From an optimization exercise on the open Yosys and OpenROAD flow, aimed at small area; shortcuts taken in it are not production practice.
The RTL was checked by simulation tests, not by an equivalence proof against the original design.
Power figures rest on the tool's default switching activity, not on a simulated workload.

`flow/design.v`:
```
module input_mems_pp #(
    parameter int INW  = 10,
    parameter int R    = 15,
    parameter int C    = 13,
    parameter int MAXK = 7,
    localparam int K_BITS      = $clog2(MAXK + 1),
    localparam int X_ADDR_BITS = $clog2(R * C),
    localparam int W_ADDR_BITS = $clog2(MAXK * MAXK)
) (
    input  logic                          clk,
    input  logic                          reset,
    input  logic        [INW-1:0]         AXIS_TDATA,
    input  logic                          AXIS_TVALID,
    input  logic        [K_BITS:0]        AXIS_TUSER,
    output logic                          AXIS_TREADY,
    output logic                          inputs_loaded,
    input  logic                          compute_finished,
    output logic        [K_BITS-1:0]      K,
    output logic signed [INW-1:0]         B,
    input  logic        [X_ADDR_BITS-1:0] X_read_addr,
    output logic signed [INW-1:0]         X_data,
    input  logic        [W_ADDR_BITS-1:0] W_read_addr,
    output logic signed [INW-1:0]         W_data,
    output logic                          proto_err
);
    localparam int CNT_BITS = (X_ADDR_BITS > W_ADDR_BITS) ? X_ADDR_BITS : W_ADDR_BITS;
    localparam logic [CNT_BITS-1:0] X_LAST = CNT_BITS'(R * C - 1);
    typedef enum logic [1:0] {
        IDLE    = 2'd0,
        INPUT_W = 2'd1,
        INPUT_B = 2'd2,
        INPUT_X = 2'd3
    } state_t;
    state_t                state_r;
    logic [1:0]            cnt_r;
    logic                  wr_bank_r, rd_bank_r, last_w_r, w_valid_r, tw_r;
    logic [1:0]            wsel_r;
    logic [K_BITS-1:0]     kreg_r [2];
    logic signed [INW-1:0] breg_r [2];
    logic [CNT_BITS-1:0]   counter_r, kk_last_r;
    logic                  tready_r, loaded_r, proto_err_r;
    logic [K_BITS-1:0]     k_r;
    logic signed [INW-1:0] b_r, x_data_r, w_data_r;
    logic signed [INW-1:0] xb_r [2][R*C];
    logic signed [INW-1:0] wb_r [2][MAXK*MAXK];
    logic              hs_s, new_w_s, k_ok_s, idle_hs_s, accept_w_s, accept_x_s, reject_s;
    logic              tw_sel_s, done_s, rel_s, rd_n_s;
    logic [K_BITS-1:0] k_in_s;
    logic [1:0]        cnt_n_s;
    assign AXIS_TREADY   = tready_r & ~reset;
    assign inputs_loaded = loaded_r;
    assign proto_err     = proto_err_r;
    assign K             = k_r;
    assign B             = b_r;
    assign X_data        = x_data_r;
    assign W_data        = w_data_r;
    always_comb begin
        hs_s       = AXIS_TVALID & AXIS_TREADY;
        new_w_s    = AXIS_TUSER[0];
        k_in_s     = AXIS_TUSER[K_BITS:1];
        k_ok_s     = ({1'b0, k_in_s} >= (K_BITS+1)'(2)) && ({1'b0, k_in_s} <= (K_BITS+1)'(MAXK));
        idle_hs_s  = hs_s && (state_r == IDLE);
        accept_w_s = idle_hs_s && new_w_s && k_ok_s;
        accept_x_s = idle_hs_s && !new_w_s && w_valid_r;
        reject_s   = idle_hs_s && !accept_w_s && !accept_x_s;
        if (cnt_r == 2'd1) begin
            tw_sel_s = ~wsel_r[rd_bank_r];
        end else begin
            tw_sel_s = ~last_w_r;
        end
        done_s = hs_s && (state_r == INPUT_X) && (counter_r == X_LAST);
        rel_s  = compute_finished && (cnt_r != 2'd0);
        if (done_s && !rel_s) begin
            cnt_n_s = cnt_r + 2'd1;
        end else if (rel_s && !done_s) begin
            cnt_n_s = cnt_r - 2'd1;
        end else begin
            cnt_n_s = cnt_r;
        end
        rd_n_s = rel_s ? ~rd_bank_r : rd_bank_r;
    end
    always_ff @(posedge clk) begin
        if (reset) begin
            state_r     <= IDLE;
            cnt_r       <= 2'd0;
            wr_bank_r   <= 1'b0;
            rd_bank_r   <= 1'b0;
            last_w_r    <= 1'b1;
            w_valid_r   <= 1'b0;
            tw_r        <= 1'b0;
            wsel_r      <= 2'b00;
            kreg_r[0]   <= {K_BITS{1'b0}};
            kreg_r[1]   <= {K_BITS{1'b0}};
            breg_r[0]   <= {INW{1'b0}};
            breg_r[1]   <= {INW{1'b0}};
            counter_r   <= {CNT_BITS{1'b0}};
            kk_last_r   <= {CNT_BITS{1'b0}};
            tready_r    <= 1'b1;
            loaded_r    <= 1'b0;
            proto_err_r <= 1'b0;
            k_r         <= {K_BITS{1'b0}};
            b_r         <= {INW{1'b0}};
        end else begin
            cnt_r       <= cnt_n_s;
            rd_bank_r   <= rd_n_s;
            tready_r    <= (cnt_n_s < 2'd2);
            loaded_r    <= (cnt_n_s != 2'd0);
            proto_err_r <= reject_s;
            k_r         <= kreg_r[wsel_r[rd_n_s]];
            b_r         <= breg_r[wsel_r[rd_n_s]];
            if (done_s) begin
                wr_bank_r <= ~wr_bank_r;
            end
            case (state_r)
                IDLE: begin
                    if (accept_w_s) begin
                        tw_r           <= tw_sel_s;
                        kreg_r[tw_sel_s] <= k_in_s;
                        kk_last_r      <= CNT_BITS'(k_in_s) * CNT_BITS'(k_in_s) - CNT_BITS'(1);
                        counter_r      <= CNT_BITS'(1);
                        state_r        <= INPUT_W;
                    end else if (accept_x_s) begin
                        wsel_r[wr_bank_r] <= last_w_r;
                        counter_r         <= CNT_BITS'(1);
                        state_r           <= INPUT_X;
                    end else begin
                        state_r <= IDLE;
                    end
                end
                INPUT_W: begin
                    if (hs_s) begin
                        if (counter_r == kk_last_r) begin
                            state_r <= INPUT_B;
                        end else begin
                            counter_r <= counter_r + CNT_BITS'(1);
                        end
                    end
                end
                INPUT_B: begin
                    if (hs_s) begin
                        breg_r[tw_r]      <= AXIS_TDATA;
                        wsel_r[wr_bank_r] <= tw_r;
                        last_w_r          <= tw_r;
                        w_valid_r         <= 1'b1;
                        counter_r         <= {CNT_BITS{1'b0}};
                        state_r           <= INPUT_X;
                    end
                end
                INPUT_X: begin
                    if (hs_s) begin
                        if (counter_r == X_LAST) begin
                            counter_r <= {CNT_BITS{1'b0}};
                            state_r   <= IDLE;
                        end else begin
                            counter_r <= counter_r + CNT_BITS'(1);
                        end
                    end
                end
                default: state_r <= IDLE;
            endcase
        end
    end
    always_ff @(posedge clk) begin
        if (hs_s) begin
            case (state_r)
                IDLE: begin
                    if (accept_w_s) begin
                        wb_r[tw_sel_s][W_ADDR_BITS'(0)] <= AXIS_TDATA;
                    end else if (accept_x_s) begin
                        xb_r[wr_bank_r][X_ADDR_BITS'(0)] <= AXIS_TDATA;
                    end
                end
                INPUT_W: wb_r[tw_r][counter_r[W_ADDR_BITS-1:0]] <= AXIS_TDATA;
                INPUT_X: xb_r[wr_bank_r][counter_r[X_ADDR_BITS-1:0]] <= AXIS_TDATA;
                default: ;
            endcase
        end
    end
    always_ff @(posedge clk) begin
        if (reset) begin
            x_data_r <= {INW{1'b0}};
            w_data_r <= {INW{1'b0}};
        end else begin
            if ({1'b0, X_read_addr} < (X_ADDR_BITS+1)'(R * C)) begin
                x_data_r <= xb_r[rd_bank_r][X_read_addr];
            end else begin
                x_data_r <= {INW{1'b0}};
            end
            if ({1'b0, W_read_addr} < (W_ADDR_BITS+1)'(MAXK * MAXK)) begin
                w_data_r <= wb_r[wsel_r[rd_bank_r]][W_read_addr];
            end else begin
                w_data_r <= {INW{1'b0}};
            end
        end
    end
endmodule
```
`flow/run.sh`:
```
#!/bin/bash
# synth_recipe.tcl (not shown) runs the flow's synth.tcl, then flattens the netlist and writes it again
# the make line also repeats each setting of config.mk as NAME=value (left out here)
make -C /OpenROAD-flow-scripts/flow DESIGN_CONFIG=/design/flow/config.mk WORK_HOME=/design/flow/orfs CLKGATE_MAP_FILE= SYNTH_SCRIPT=/design/flow/synth_recipe.tcl finish
```
`flow/config.mk`:
```
export PLATFORM = sky130hd
export DESIGN_NAME = input_mems_pp
export DESIGN_NICKNAME = input_mems_pp
export VERILOG_FILES = /design/flow/design.v
export SDC_FILE = /design/flow/constraint.sdc
export NUM_CORES = 4
export LEC_CHECK = 0
export CAP_MARGIN = 20
export CORE_MARGIN = 2
export CORE_UTILIZATION = 30
export SLEW_MARGIN = 20
```
`flow/constraint.sdc`:
```
create_clock -name core_clock -period 8.0 [get_ports {clk}]
set_input_delay 1.6000 -clock core_clock [delete_from_list [all_inputs] [get_ports {clk}]]
set_output_delay 1.6000 -clock core_clock [all_outputs]
set_load 0.01 [all_outputs]
```
==> impl_metrics.csv <==
group,metric,value,unit
status,run_status,"complete, no violations",
yosys,postSynth.topFlopCell,"sky130_fd_sc_hd__edfxtp_1",
drt,count_of_vias_placed_by_the_detailed_router,91565,
worst_setup_path,worstRegToRegCells,12,
yosys,share_of_synthesized_registers_carrying_an_async_set_or_reset,0,%
global_routing,grt_antenna_before_repair,37,
worst_setup_path,setup.worst_path.start,"X_read_addr[0]",
timing,slew_headroom,9.10,%
worst_setup_path,crit_required,8.95,ns
floorplan,start_util,30.2,%
clock_network,cts_tree,"done",
placed_design,place.gp.congestion,0.795,
yosys,synth.lib_cells_used.distinct,63,
timing,hold_viol,0,
pwr,p_sw,0.0140,W
finish,fin_nets,8918,
floorplan,die_height,804,um
drt,post_drt_wl_per_cell,27.9,um
yosys,synthTopCellsByArea,"sky130_fd_sc_hd__edfxtp_1 (77%), sky130_fd_sc_hd__mux4_2 (17%), sky130_fd_sc_hd__nor2_1 (1.1%)",
clock_network,max-clock-path-buffers,4,
worst_setup_path,critPathKind,"in2reg",
global_routing,grt_pass1_vias,92215,
global_routing,grt.overflow.total,0,
clock_network,numCtsBuffers,466,
clock_network,post-cts-setup-buffers,0,
timing,layout_min_cycle_time,6.13,ns
placed_design,hpwl,293000,um
floorplan,dieArea,0.647,mm2
yosys,synth.avg_cell_area,22.8,um2
yosys,synth_warnings,1,
placed_design,placement.io_buffers,67,
pwr,clock_power_share,37.3,%
clock_network,hold_bufs_inserted_after_cts,0,
global_routing,largest_net_degree_at_the_start_of_global_routing,216,
yosys,synth_seq_cells,4967,
worst_setup_path,slowest_stage_delay_on_critical_path,1.26,ns
worst_setup_path,critical-path-slowest-cell,"sky130_fd_sc_hd__fa_4",
yosys,synth_enable_flop_cells,4906,
floorplan,die_width,804,um
timing,slew_at_the_pin_closest_to_its_max_slew_limit,1.36,ns
finish,finish.cell_count_without_fillers,17664,
drt,detail-route-antenna-nets,0,
timing,fin_setup_tns,0,ns
timing,rsz0062_at_grt,"no",
drt,dr.first_iter.drc_count,13018,
timing,endpoints_failing_setup,0,
timing,fmax,0.163,GHz
yosys,yosysTopAreaCellShare,76.7,%
yosys,synth.cell_area,0.192,mm2
pwr,irDropWorstVdd,0.195,mV
clock_network,cts_clock_pin_slew_for_the_worst_setup_and_hold_paths,0.07,ns
worst_setup_path,path_max_fanout,59,
min_path,min_from,"kk_last_r[4]",
clock_network,cts_max_level,5,
yosys,synthesis.instances,8439,
pwr,combPwrFrac,13.3,%
pwr,leakage,66.6,nW
worst_setup_path,crit_path_cell_trace,"clkdlybuf4s50_1 -> ha_4 -> inv_1 -> fa_4 -> buf_12 -> buf_12 -> mux4_2 -> mux4_2 -> a22oi_1 -> nand2_1 -> a22oi_1 -> nand4_1 -> o311a_1",
drt,detail_route.vias_per_cell,5.18,
worst_setup_path,worstSetupEndpointType,"flop",
min_path,min_path_cells,2,
yosys,yosys.area.top_type,"sky130_fd_sc_hd__edfxtp_1",
placed_design,place.detailed.instances,16782,
worst_setup_path,crit_arrival,7.08,ns
floorplan,placementRows,293,
run,number_of_maximum_capacitance_violations,0,
clock_network,worst_skew_pair_later_pin_latency,1.06,ns
clock_network,clock-sinks,4967,
finish,flow.area_growth_from_synthesis,14.7,%
yosys,synth_fp_nets,8501,
pwr,power_density,264,mW/mm2
yosys,seq_area_frac_synth,77.3,%
worst_setup_path,timing.critical_path.from_type,"input pin",
timing,finalClockSkew,0.131,ns
drt,dr.pass1.iters,6,
floorplan,floorplan.io_pins,68,
clock_network,clockRootBuffer,"sky130_fd_sc_hd__clkbuf_16",
timing,min_period_over_period,76.6,%
clock_network,ctsResizeCount,0,
timing,final-max-slew-violation-count,0,
pwr,p_sw_share,24.1,%
global_routing,grt.total_usage,14.7,%
global_routing,grt_first_pass_wirelength,696000,um
pwr,internal_power,0.0441,W
worst_setup_path,crit-reg2reg-launch,"rd_bank_r",
floorplan,core_area,0.637,mm2
pwr,power_frac_seq,49.4,%
drt,totalWireLength,492000,um
finish,drive_gt1_share,29.5,%
drt,drcViolationCount,0,
min_path,worstHoldPathType,"reg2reg",
-- synthesized netlist by cell type, drive strengths merged, types with 20 or more instances --
cell type / n
mux2i: 43
nand4: 36
nand3: 97
buf: 222
nand2: 287
a31oi: 22
edfxtp: 4906
a21oi: 47
dfxtp: 61
a211oi: 27
mux4: 1491
ha: 28
a221oi: 20
xnor2: 21
clkbuf: 261
nor2: 581
a22oi: 55
and2: 27
nor3: 21
-- final timing paths --
kind	to	slack (ns)
min reg2reg	kk_last_r[4]	0.50
max	x_data_r[6]	1.87
min	kk_last_r[4]	0.50
max reg2reg	x_data_r[6]	2.01
-- state kept, by name, indices dropped and copies added (netlist names), 2 cells and up, named ones only --
| register | cells |
|---|---|
| k_r | 3 |
| kreg_r | 6 |
| breg_r | 20 |
| cnt_r | 2 |
| counter_r | 8 |
| wb_r | 980 |
| state_r | 2 |
| w_data_r | 10 |
| kk_last_r | 6 |
| b_r | 10 |
| xb_r | 3900 |
| x_data_r | 10 |
-- critical path: cells and delay by family --
family                   cells  cell delay [ns]
AO/OA/AOI/OAI                3             1.09
adder cells (fa/ha/maj)      2             1.48
buffers and inverters        4             1.46
multiplexers                 2             0.90
AND/OR/NAND/NOR              2             0.43
-- metrics by stage --
stage / setup WS (ns) / power, W / util, % / hold WS (ns) / area (um2)
finish: 1.87 / 0.0581 / 34.6 / 0.496 / 220000
CTS: 1.96 / 0.0585 / 34.5 / 0.490 / 220000
detailed placement: 0.797 / 0.0370 / 32.2 / 0.483 / 205000
global route: 1.90 / 0.0598 / 34.6 / 0.512 / 220000
global placement: 0.662 / 0.0370 / 32.2 / 0.477 / 205000
floorplan: 3.21 / 0.0340 / - / 0.451 / 192000
-- layout make-up --
cell class | count | area [um2]
fill | 58044 | 417000
sequential | 4967 | 149000
multi-input combinational | 2970 | 42100
clock buffer | 571 | 12300
tap | 8407 | 10500
timing repair buffer | 432 | 4370
clock inverter | 282 | 2560
inverter | 19 | 71.3
antenna | 16 | 40.0
-- power groups by stage --
stage | Sequential (W) | Combinational (W) | Clock [W]
after detailed placement | 0.0293 | 0.00776 | 0
after CTS | 0.0287 | 0.00778 | 0.0220
after floorplan | 0.0293 | 0.00479 | 0
after global routing | 0.0287 | 0.00809 | 0.0230
final | 0.0287 | 0.00771 | 0.0217
after global placement | 0.0293 | 0.00768 | 0
-- metal layers --
| layer | vias to the layer above | share of wire [%] | global-route usage, % |
|---|---|---|---|
| li1 | 36591 | - | - |
| met1 | 49796 | 41 | 20.8 |
| met2 | 4430 | 47 | 23.3 |
| met3 | 736 | 9.2 | 2.98 |
| met4 | 12 | 2.6 | 3.73 |
| met5 | - | 0.015 | 0 |
-- placed cells by master, fill, tap and decap left out, types with 27 or more instances in the layout --
cell	n
sky130_fd_sc_hd__clkdlybuf4s50_1	56
sky130_fd_sc_hd__edfxtp_1	4906
sky130_fd_sc_hd__nand3_1	96
sky130_fd_sc_hd__a22oi_1	55
sky130_fd_sc_hd__nand4_1	36
sky130_fd_sc_hd__buf_12	66
sky130_fd_sc_hd__nor2_1	446
sky130_fd_sc_hd__nand2_1	270
sky130_fd_sc_hd__clkbuf_16	473
sky130_fd_sc_hd__and2_1	27
sky130_fd_sc_hd__dfxtp_1	61
sky130_fd_sc_hd__clkinv_1	105
sky130_fd_sc_hd__clkinv_2	94
sky130_fd_sc_hd__a21oi_1	42
sky130_fd_sc_hd__clkbuf_1	92
sky130_fd_sc_hd__mux4_2	1488
sky130_fd_sc_hd__bufinv_16	35
sky130_fd_sc_hd__mux2i_1	42
sky130_fd_sc_hd__buf_4	292
sky130_fd_sc_hd__a211oi_1	27
sky130_fd_sc_hd__nor2_2	132
-- logic make-up (layout without fill, tap and decap cells) --
logic type      Yosys count  in the layout  synth area share, %
mux                    1541           1541                 17.8
other cells               0             16                    0
simple gates           1108           1108                 2.41
flops                  4967           4967                 77.3
xor+xnor                 38             38                0.173
compound gates          253            253                0.942
fa+ha+maj                30             30                0.203
buf+inv                 502           1304                 1.20

[what the ideal ports hide]
In the flow no input, the clock included, has a driving cell. The finished layout below was timed again as built, in two steps. Step 1, drivers: a clkbuf_16 drives clk and a buf_2 each remaining input, both assumed. Step 2 adds t to the input delays and takes it off the output delays; t is the mean of the earliest and latest rising clock arrival at the registers after step 1. Input paths then give back, and output paths get back, about the clock's delay inside the block. Slacks: no drivers / after step 1 / after step 2; pairs: no drivers / after step 1.
shift t [ns]: 1.106
setup slack, ns: 1.873 / 1.954 / 0.848
worst hold slack (ns): 0.496 / 0.496 / 0.496
clock arrival spread, ns: 0.155 / 0.156
worst register clock-pin slew, ns: 0.07 / 0.07
After both steps setup and hold are still met in this run. For this run, drivers alone change the setup slack by +0.081 ns; drivers and shift together by -1.025 ns.
